This is an optimization exercise on Yosys and OpenROAD, whose aim is small area, a short achievable clock period and few clock cycles per item, not a production implementation. At most, simulation tests tie the RTL to the original design; equivalence was not proved. Power figures rest on the tool's default switching activity, not on a simulated workload.

Design rgb_to_ycbcr_block_builder_unit, start of the top module:
module rgb_to_ycbcr_block_builder_unit (
  input  wire logic              clk_i,
  input  wire logic              rst_ni,
  input  wire logic              in_vld_i,
  output logic                   in_stall_o,
  input  wire logic              kind_i,
  input  wire logic [7:0]        red_i,
  input  wire logic [7:0]        green_i,
  input  wire logic [7:0]        blue_i,
  output logic                   out_vld_o,
  input  wire logic              out_stall_i,
  output logic                   pixel_taken_o,
  output logic                   sample_valid_o,
  output logic signed [8:0]      sample_o,
  output logic        [1:0]      block_type_o,
  output logic        [5:0]      element_index_o,
  output logic                   last_of_block_o
);
Size: ~3000 cells after synthesis, ~51 I/O pins, about 0.047 mm² of cells after synthesis.
Settings: LEC_CHECK=0, CAP_MARGIN=20, CORE_MARGIN=2, CORE_UTILIZATION=65, CTS_CLUSTER_DIAMETER=100, CTS_CLUSTER_SIZE=28, SETUP_SLACK_MARGIN=4.4, SLEW_MARGIN=20; clock period 7.0 ns.
run.sh (not shown) runs the stock make flow with config.mk's settings and CLKGATE_MAP_FILE= SYNTH_SCRIPT=/design/flow/synth_recipe.tcl, a recipe that flattens the netlist after the stock synthesis.
Edit:
- CTS_CLUSTER_SIZE: 28 -> 30
- SETUP_SLACK_MARGIN: 4.4 -> 4.5
- total power grows by 0.63%
- register-to-register slack improved by 0.04 ns
- setup slack degrades by 0.0073 ns
- die area stays the same
Edit:
- SETUP_SLACK_MARGIN: 4.5 -> 4.3
Effect:
- setup slack gets better by 0.013 ns
- core utilization falls by 0.81 points
- die area stays the same
No run of this note included a check of the RTL's function; only the layout flow was run.

* * *

Another version of the RTL of rgb_to_ycbcr_block_builder_unit (not shown whole).
For scale: about 3100 cells after synthesis, roughly 1900 flip-flops, roughly 51 I/O pins, roughly 0.048 mm2 of cells after synthesis.
// rgb_to_ycbcr_block_builder_unit
module rgb_to_ycbcr_block_builder_unit (
  input  wire logic              clk_i,
  input  wire logic              rst_ni,
  input  wire logic              in_vld_i,
  output logic                   in_stall_o,
  input  wire logic              kind_i,
  input  wire logic [7:0]        red_i,
  input  wire logic [7:0]        green_i,
  input  wire logic [7:0]        blue_i,
  output logic                   out_vld_o,
  input  wire logic              out_stall_i,
  output logic                   pixel_taken_o,
  output logic                   sample_valid_o,
  output logic signed [8:0]      sample_o,
  output logic        [1:0]      block_type_o,
  output logic        [5:0]      element_index_o,
  output logic                   last_of_block_o
);
export LEC_CHECK = 0
export CAP_MARGIN = 20
export CORE_MARGIN = 2
export CORE_UTILIZATION = 65
export CTS_BUF_LIST = sky130_fd_sc_hd__clkbuf_8
export CTS_CLUSTER_DIAMETER = 60
export CTS_CLUSTER_SIZE = 16
export SETUP_SLACK_MARGIN = 4.4
export SLEW_MARGIN = 20
create_clock -name core_clock -period 7.0 [get_ports {clk_i}]
Testbench counts at the start, summed over its fixed seeds: cycles 39,032, items 32,768.
Then changed:
--- a/flow/config.mk
+++ b/flow/config.mk
@@ -10,5 +10,6 @@
 export CORE_UTILIZATION = 65
-export CTS_BUF_LIST = sky130_fd_sc_hd__clkbuf_8
-export CTS_CLUSTER_DIAMETER = 60
-export CTS_CLUSTER_SIZE = 16
+export CTS_CLUSTER_DIAMETER = 100
+export CTS_CLUSTER_SIZE = 30
+export GPL_ROUTABILITY_DRIVEN = 0
+export GPL_TIMING_DRIVEN = 1
 export SETUP_SLACK_MARGIN = 4.4
The changed run went through all stages and came out clean.
Setup slack improved by 0.13 ns.
Design area fell by about 0.6%.
Core utilization is lower by 0.41 points.
Clock power went down by about 1%.
Final cell count falls by 1.9%.
Then changed:
--- a/flow/config.mk
+++ b/flow/config.mk
@@ -10,6 +10,5 @@
 export CORE_UTILIZATION = 65
+export CTS_BUF_LIST = sky130_fd_sc_hd__clkbuf_8 sky130_fd_sc_hd__clkbuf_16
 export CTS_CLUSTER_DIAMETER = 100
 export CTS_CLUSTER_SIZE = 30
-export GPL_ROUTABILITY_DRIVEN = 0
-export GPL_TIMING_DRIVEN = 1
 export SETUP_SLACK_MARGIN = 4.4
=> The new run passed the timing, design-rule and antenna checks. Worst setup slack gains 0.0095 ns. Sequential power barely changes. Register-to-register slack is better by 0.04 ns. Utilization climbs by 0.22 points. Clock-buffer cell count went down by 13.
Then changed:
--- a/flow/config.mk
+++ b/flow/config.mk
@@ -10,3 +10,2 @@
 export CORE_UTILIZATION = 65
-export CTS_BUF_LIST = sky130_fd_sc_hd__clkbuf_8 sky130_fd_sc_hd__clkbuf_16
 export CTS_CLUSTER_DIAMETER = 100
Result:
- worst setup slack hardly moves
- total power hardly moves
- design area stays the same
- global-route usage does not change
Then changed:
--- a/flow/config.mk
+++ b/flow/config.mk
@@ -7,3 +7,3 @@
 export LEC_CHECK = 0
-export CAP_MARGIN = 20
+export CAP_MARGIN = 5
 export CORE_MARGIN = 2
@@ -13,2 +13,2 @@
 export SETUP_SLACK_MARGIN = 4.4
-export SLEW_MARGIN = 20
+export SLEW_MARGIN = 5
- The changed run produced a clean layout
- wire length barely changes
- power is about the same
- register-to-register slack hardly moves
Then changed:
--- a/flow/config.mk
+++ b/flow/config.mk
@@ -7,8 +7,8 @@
 export LEC_CHECK = 0
-export CAP_MARGIN = 5
+export CAP_MARGIN = 20
 export CORE_MARGIN = 2
 export CORE_UTILIZATION = 65
-export CTS_CLUSTER_DIAMETER = 100
-export CTS_CLUSTER_SIZE = 30
+export CTS_CLUSTER_DIAMETER = 90
+export CTS_CLUSTER_SIZE = 32
 export SETUP_SLACK_MARGIN = 4.4
-export SLEW_MARGIN = 5
+export SLEW_MARGIN = 20
Result:
- final area is about the same
- routed wire length barely changes
- worst setup slack is better by 0.0057 ns
- non-clock buffer count went up by 8

* * *

## run E
rgb_to_ycbcr_block_builder_unit with an RTL version that a note above also has.
Size: roughly 51 I/O pins, roughly 47,000 um^2 of cells after synthesis.
clock: 7.0 ns
lec_check: 0
cap_margin: 20
core_margin: 2
core_utilization: 70
cts_cluster_diameter: 100
cts_cluster_size: 30
setup_slack_margin: 4.4
slew_margin: 20
The inputs of run B differ from those of run E as listed below.
diff --git a/flow/config.mk b/flow/config.mk
--- a/flow/config.mk
+++ b/flow/config.mk
@@ -8,7 +8,8 @@
 export CAP_MARGIN = 20
 export CORE_MARGIN = 2
-export CORE_UTILIZATION = 70
+export CORE_UTILIZATION = 65
 export CTS_CLUSTER_DIAMETER = 100
 export CTS_CLUSTER_SIZE = 30
+export GPL_TIMING_DRIVEN = 1
 export SETUP_SLACK_MARGIN = 4.4
 export SLEW_MARGIN = 20
--- outcome ---
- [compare] base=run E new=run B: share of the final layout cell area in multi-input gates level; H-tree depth roughly the same.
- Re global routing met1 resource utilization: run B and run E aren't equal, and the higher value belongs to run E.
- Depth of the worst register-to-register path (lower): run E
Function was not checked in any run of this note: the RTL went through the layout flow alone.

* * *

rgb_to_ycbcr_block_builder_unit with an RTL version that a note above also has.
Size in the first run: roughly 3100 cells after synthesis, roughly 1900 flip-flops, ~51 I/O pins, about 0.048 sq mm of cells after synthesis.
Design rgb_to_ycbcr_block_builder_unit, start of the top module:
module rgb_to_ycbcr_block_builder_unit (
  input  wire logic              clk_i,
  input  wire logic              rst_ni,
  input  wire logic              in_vld_i,
  output logic                   in_stall_o,
  input  wire logic              kind_i,
  input  wire logic [7:0]        red_i,
  input  wire logic [7:0]        green_i,
  input  wire logic [7:0]        blue_i,
  output logic                   out_vld_o,
  input  wire logic              out_stall_i,
  output logic                   pixel_taken_o,
  output logic                   sample_valid_o,
  output logic signed [8:0]      sample_o,
  output logic        [1:0]      block_type_o,
  output logic        [5:0]      element_index_o,
  output logic                   last_of_block_o
);
  localparam int unsigned FD = 8;      
  localparam int unsigned FW = 3;      
  localparam int unsigned TQ = 3;      
  localparam logic [1:0] T_NONE   = rybb_pkg::TOK_NONE;
  localparam logic [1:0] T_TAKEN  = rybb_pkg::TOK_TAKEN;
  localparam logic [1:0] T_SAMPLE = rybb_pkg::TOK_SAMPLE;
  logic       stall_q;
  logic       pend_q;
  logic [7:0] cnt_q;
  logic [5:0] wph_q;      
  logic       accept, take_px, take_pl;
  logic [1:0] tok;
  assign accept  = in_vld_i && !stall_q;
  assign take_px = accept && !kind_i && !pend_q;
  assign take_pl = accept &&  kind_i &&  pend_q;
  ...
Settings: LEC_CHECK=0, ABC_CLOCK_PERIOD_IN_PS=2500, CAP_MARGIN=20, CORE_MARGIN=2, CORE_UTILIZATION=65, CTS_CLUSTER_DIAMETER=100, CTS_CLUSTER_SIZE=30, SETUP_SLACK_MARGIN=4.4, SLEW_MARGIN=20; clock period 7.0 ns.
The baseline completed without violations.
Testbench counts at the start, summed over its fixed seeds: cycles 39,032, items 32,768.
==> next run, changes <==
Settings changed: ABC_CLOCK_PERIOD_IN_PS 2500 to unset, CORE_UTILIZATION 65 to 70.
What happened: Worst setup slack degrades by 8.1 ps. Wire length is higher by 7.7%. Sequential share of layout area stays flat. First-iteration DRC count is higher by 15%. Power is higher by 0.70%. Sequential power is about the same. Combinational power is higher by about 2%.
==> next run, changes <==
Settings changed: CORE_UTILIZATION 70 to 65, SETUP_SLACK_MARGIN 4.4 to 4.5.
- The new run finished with timing, DRC and antenna clean
- register-to-register slack gets better by 50 ps
- flip-flop and latch count is unchanged
- global-route usage fell by 2.7 points
- clock-buffer cell count stays the same
- via count goes down by 1.2%
- design area climbs by 0.68%

* * *

Starting RTL as in the previous note.
export LEC_CHECK = 0
export CAP_MARGIN = 20
export CORE_MARGIN = 2
export CORE_UTILIZATION = 60
export CTS_CLUSTER_DIAMETER = 100
export CTS_CLUSTER_SIZE = 30
export PLACE_DENSITY = 0.7
export SETUP_SLACK_MARGIN = 4.4
export SLEW_MARGIN = 20
create_clock -name core_clock -period 7.0 [get_ports {clk_i}]
Testbench counts at the start, summed over its fixed seeds: cycles 39,032, items 32,768.
==> next run, changes <==
--- a/flow/config.mk
+++ b/flow/config.mk
@@ -6,10 +6,10 @@
 export NUM_CORES = 4
 export LEC_CHECK = 0
+export ABC_AREA = 1
 export CAP_MARGIN = 20
 export CORE_MARGIN = 2
-export CORE_UTILIZATION = 60
+export CORE_UTILIZATION = 65
 export CTS_CLUSTER_DIAMETER = 100
 export CTS_CLUSTER_SIZE = 30
-export PLACE_DENSITY = 0.7
 export SETUP_SLACK_MARGIN = 4.4
 export SLEW_MARGIN = 20
Result: Final area goes down by about 0.9%. First-iteration DRC count goes up by about 54%. Count of clock-buffer cells in the layout is lower by 2. Non-clock buffer count drops by 17.

[separate check: timing with driven ports]
In the flow no input, the clock included, has a driving cell. The finished layouts below were timed again as built, in two steps.
Step 1 sets driving cells, clkbuf_16 on the clock port and buf_2 on the other inputs (assumed; they add their load-dependent delay and slew).
Step 2, shift: input delay + t, output delay - t, t = (earliest + latest rising clock arrival at the registers) / 2. This alone moves slack from input paths to output paths.
Slacks: no drivers / after step 1 / after step 2; pairs: no drivers / after step 1.
run	t (ns)	setup WS [ns]	latest minus earliest clock arrival (ns)	worst data-port slew with drivers (ns)	cell pins on the clock port's net
the first run of note 1	0.707	4.362 / 4.292 / 3.821	0.028 / 0.028	0.05	1
the second run of note 1	0.696	4.354 / 4.290 / 3.917	0.030 / 0.030	0.08	1
the third run of note 1	0.699	4.368 / 4.301 / 3.823	0.024 / 0.025	0.05	1
the first run of note 2	0.841	4.281 / 4.213 / 3.737	0.036 / 0.036	0.04	1
the second run of note 2	0.706	4.407 / 4.345 / 3.841	0.023 / 0.023	0.04	1
the third run of note 2	0.711	4.417 / 4.350 / 3.843	0.042 / 0.042	0.04	1
the fourth run of note 2	0.712	4.417 / 4.350 / 3.840	0.041 / 0.041	0.04	1
the fifth run of note 2	0.714	4.416 / 4.348 / 3.847	0.041 / 0.041	0.04	1
the sixth run of note 2	0.705	4.421 / 4.356 / 3.800	0.032 / 0.032	0.04	1
run E	0.694	4.393 / 4.327 / 3.773	0.045 / 0.044	0.08	1
run B	0.713	4.344 / 4.279 / 3.820	0.032 / 0.032	0.06	1
the first run of note 4	0.712	4.417 / 4.350 / 3.840	0.041 / 0.041	0.04	1
the second run of note 4	0.712	4.409 / 4.341 / 3.857	0.027 / 0.028	0.04	1
the third run of note 4	0.715	4.420 / 4.354 / 3.912	0.060 / 0.061	0.04	1
the first run of note 5	0.705	4.329 / 4.262 / 3.963	0.039 / 0.039	0.05	1
the second run of note 5	0.716	4.407 / 4.356 / 3.778	0.028 / 0.029	0.05	1
After both steps every run listed still meets setup and hold. For the second run of note 5, which loses most, drivers alone change the setup slack by -0.051 ns; drivers and shift together by -0.629 ns.
